Context: an optimization exercise on an open-source flow, tuned for small area and a short achievable clock period. The choices shown serve that exercise and are no tape-out recipe.
Power is estimated from default activity; no workload was simulated.

Setup of alpha:
Design poker_eval_top, start of the top module:
module poker_eval_top (
    input  logic        clk,
    input  logic        rst_n,
    input  logic        in_valid,
    input  logic [11:0] hole_cards,
    input  logic [29:0] board_cards,
    output logic        out_valid,
    output logic [17:0] score
);
Size in the first run: roughly 1500 cells after synthesis, roughly 75 flip-flops, about 64 I/O pins, roughly 8500 µm² of cells after synthesis.
export LEC_CHECK = 0
export ABC_AREA = 1
export CAP_MARGIN = 20
export CORE_MARGIN = 2
export CORE_UTILIZATION = 40
export SLEW_MARGIN = 20
create_clock -name core_clock -period 10.0 [get_ports {clk}]
standard.sh (not shown) runs the stock make flow with config.mk's settings and CLKGATE_MAP_FILE= SYNTH_SCRIPT=/design/flow/synth_recipe.tcl, a recipe that flattens the netlist after the stock synthesis.
==> flow/flow/run.sh <==
#!/bin/bash
# Standard layout, with fast port buffers and timing repair aimed below the clock period.
set -euo pipefail
export BUFFER_PORTS_ARGS="-buffer_cell sky130_fd_sc_hd__buf_2"
export SETUP_SLACK_MARGIN=6
bash standard.sh > standard.log 2>&1
alpha: flow completed, timing, DRC and antenna clean
Setup changes, alpha to beta
--- a/flow/design.v
+++ b/flow/design.v
@@ -61,19 +61,19 @@
         b3 = &x[6:4];
         ge7of7 = {a4 & b3, (a4 & b2) | (a3 & b3), (a4 & b1) | (a3 & b2) | (a2 & b3)};
     endfunction
     logic [41:0] cards;
     logic [12:0] dh [7];                 
     logic [6:0]  sh [4];                 
     logic [3:0]  fsuit, six, sev;        
     logic [6:0]  inf;                    
     logic        flush_d, clr1_d, clr2_d;
-    logic [12:0] m_d, c0_d, c1_d, c2_d;
+    logic [12:0] c0_d, c1_d, c2_d;
     assign cards = {board_cards, hole_cards};
     always_comb begin
         for (int i = 0; i < 7; i++)
             for (int k = 0; k < 13; k++) dh[i][k] = (cards[6*i+2 +: 4] == 4'(k + 2));
         for (int s = 0; s < 4; s++) begin
             logic [2:0] c;
             for (int i = 0; i < 7; i++) sh[s][i] = (cards[6*i +: 2] == 2'(s));
             c = ge7of7(sh[s]);
             fsuit[s] = c[0];
@@ -85,43 +85,42 @@
         clr2_d  = !flush_d || |sev;
         for (int i = 0; i < 7; i++)
             inf[i] = |(fsuit & {sh[3][i], sh[2][i], sh[1][i], sh[0][i]});
         for (int k = 0; k < 13; k++) begin
             logic [1:0] a, b, c;
             logic       fm;
             a = 2'(dh[0][k]) + 2'(dh[1][k]) + 2'(dh[2][k]);
             b = 2'(dh[3][k]) + 2'(dh[4][k]) + 2'(dh[5][k]);
             c = 2'(a[0]) + 2'(b[0]) + 2'(dh[6][k]);
-            c0_d[k] = c[0];
-            c1_d[k] = a[1] | b[1] | c[1];
-            c2_d[k] = (a[1] & b[1]) | (a[1] & c[1]) | (b[1] & c[1]);
             fm = 1'b0;
             for (int i = 0; i < 7; i++) fm = fm | (dh[i][k] & inf[i]);
-            m_d[k] = flush_d ? fm : (c[0] | c1_d[k]);
-        end
-    end
-    logic [12:0] m, c0, c1, c2;
+            c0_d[k] = flush_d ? fm : c[0];
+            c1_d[k] = !flush_d && (a[1] | b[1] | c[1]);
+            c2_d[k] = !flush_d && ((a[1] & b[1]) | (a[1] & c[1]) | (b[1] & c[1]));
+        end
+    end
+    logic [12:0] c0, c1, c2;
     logic        flush, clr1, clr2;
     logic        s1_valid;
     always_ff @(posedge clk) begin
-        m     <= m_d;
         c0    <= c0_d;
         c1    <= c1_d;
         c2    <= c2_d;
         flush <= flush_d;
         clr1  <= clr1_d;
         clr2  <= clr2_d;
     end
     always_ff @(posedge clk or negedge rst_n) begin
         if (!rst_n) s1_valid <= 1'b0;
         else        s1_valid <= in_valid;
     end
-    logic [12:0] sg, pr, tr, qd;        
+    logic [12:0] m, sg, pr, tr, qd;     
+    assign m  = c0 | c1;
     assign sg = c0 & ~c1;
     assign pr = c1 & ~c0 & ~c2;
     assign tr = c0 & c1;
     assign qd = c2;
     function automatic logic [12:0] top1(input logic [12:0] x);
         logic [12:0] t;
         for (int r = 0; r < 13; r++) t[r] = x[r] && !(|(x >> (r + 1)));
         top1 = t;
     endfunction
@@ -152,43 +151,47 @@
     end
     logic [12:0] top5;
     always_comb begin
         logic [12:0] any_b, two_b;
         for (int k = 0; k < 13; k++) any_b[k] = |(m & ((13'd1 << k) - 13'd1));
         for (int k = 0; k < 13; k++) two_b[k] = |(m & any_b & ((13'd1 << k) - 13'd1));
         for (int k = 0; k < 13; k++)
             top5[k] = m[k] && !(clr1 && !any_b[k]) && !(clr2 && any_b[k] && !two_b[k]);
     end
-    logic        any_q, any_t, any_p, any_z;
-    logic [12:0] x, x1, z, y, y1, c_oh, d_oh;
+    logic        any_q, any_t, any_p, h2;
+    logic [12:0] p2, h, h1, hs, lw, l1, l2, l3;
     logic [3:0]  a_dec, b_dec, c_dec, d_dec;
     logic        is_four, is_fh, is_three, is_tp, is_pair;
     always_comb begin
+        logic [38:0] pt, lt;
         any_q = |qd;
         any_t = |tr;
         any_p = |pr;
-        x     = any_q ? qd : (any_t ? tr : pr);
-        x1    = top1(x);
-        z     = (tr | pr) & ~x1;
-        any_z = |z;
-        y     = (any_z && !any_q) ? z : (m & ~x1);
-        y1    = top1(y);
-        c_oh  = top1(m & ~x1 & ~y1);
-        d_oh  = top1(m & ~x1 & ~y1 & ~c_oh);
+        pt    = top3(pr);
+        p2    = pt[12:0] | pt[25:13];
+        h     = any_q ? qd : (any_t ? tr : p2);
+        h1    = top1(h);
+        hs    = h & ~h1;
+        h2    = |hs;
         is_four  = any_q;
-        is_fh    = any_t && any_z;
+        is_fh    = any_t && (h2 || any_p);
         is_three = any_t;
-        is_tp    = any_z;
+        is_tp    = h2;
         is_pair  = any_p;
-        a_dec = enc(x1);
-        b_dec = enc(y1);
-        c_dec = enc(c_oh);
-        d_dec = enc(d_oh);
+        lw    = (is_fh && !any_q ? pr : m) & ~h;
+        lt    = top3(lw);
+        l1    = lt[12:0];
+        l2    = lt[25:13];
+        l3    = lt[38:26];
+        a_dec = enc(h1);
+        b_dec = h2 ? enc(hs) : enc(l1);
+        c_dec = h2 ? enc(l1) : enc(l2);
+        d_dec = enc(l3);
     end
     logic [4:0]  cat_d;
     logic [12:0] tb_d;
     always_comb begin
         if (flush) begin
             if (win[8])          begin cat_d = 5'd31; tb_d = '0; end
             else if (run_found)  begin cat_d = 5'd30; tb_d = run_low; end
             else                 begin cat_d = 5'd27; tb_d = top5; end
         end
Between alpha and beta, the post-layout minimum cycle time is higher for beta.
NOTE number of resized instances in the post-cts repair step alpha->beta increased by more than half
Comparing alpha and beta, share of the final layout cell area in sequential cells is higher on alpha.
Comparing alpha with beta, the synthesized cell count came out essentially unchanged.
alpha → beta: register bit total from synthesis down about 17%; hold slack now smaller.
alpha has higher critical path depth than beta.
On power of the clock network, beta tracks alpha almost exactly.
Function was not checked in any run of this note: the RTL went through the layout flow alone.

static timing again, ports no longer ideal:
No port has a modelled driver above. Below, the same layouts with a new extraction and two added sets of constraints.
Step 1, drivers: a clkbuf_16 drives clk and a buf_2 each remaining input, both assumed.
Step 2 adds t to the input delays and takes it off the output delays; t is the mean of the earliest and latest rising clock arrival at the registers after step 1. Input paths then give back, and output paths get back, about the clock's delay inside the block.
a / b / c = ideal ports / drivers / drivers and shift; a / b = the first two.
run	shift t [ns]	setup slack, ns	hold WS [ns]	latest minus earliest clock arrival (ns)
alpha	0.388	5.859 / 5.859 / 5.761	0.478 / 0.478 / 0.478	0.014 / 0.014
beta	0.390	5.789 / 5.789 / 5.626	0.471 / 0.471 / 0.471	0.019 / 0.019
After both steps setup and hold are still met in every run listed. The setup slack of beta, which loses most, moves by 0.000 ns with the drivers and by -0.163 ns with both steps.
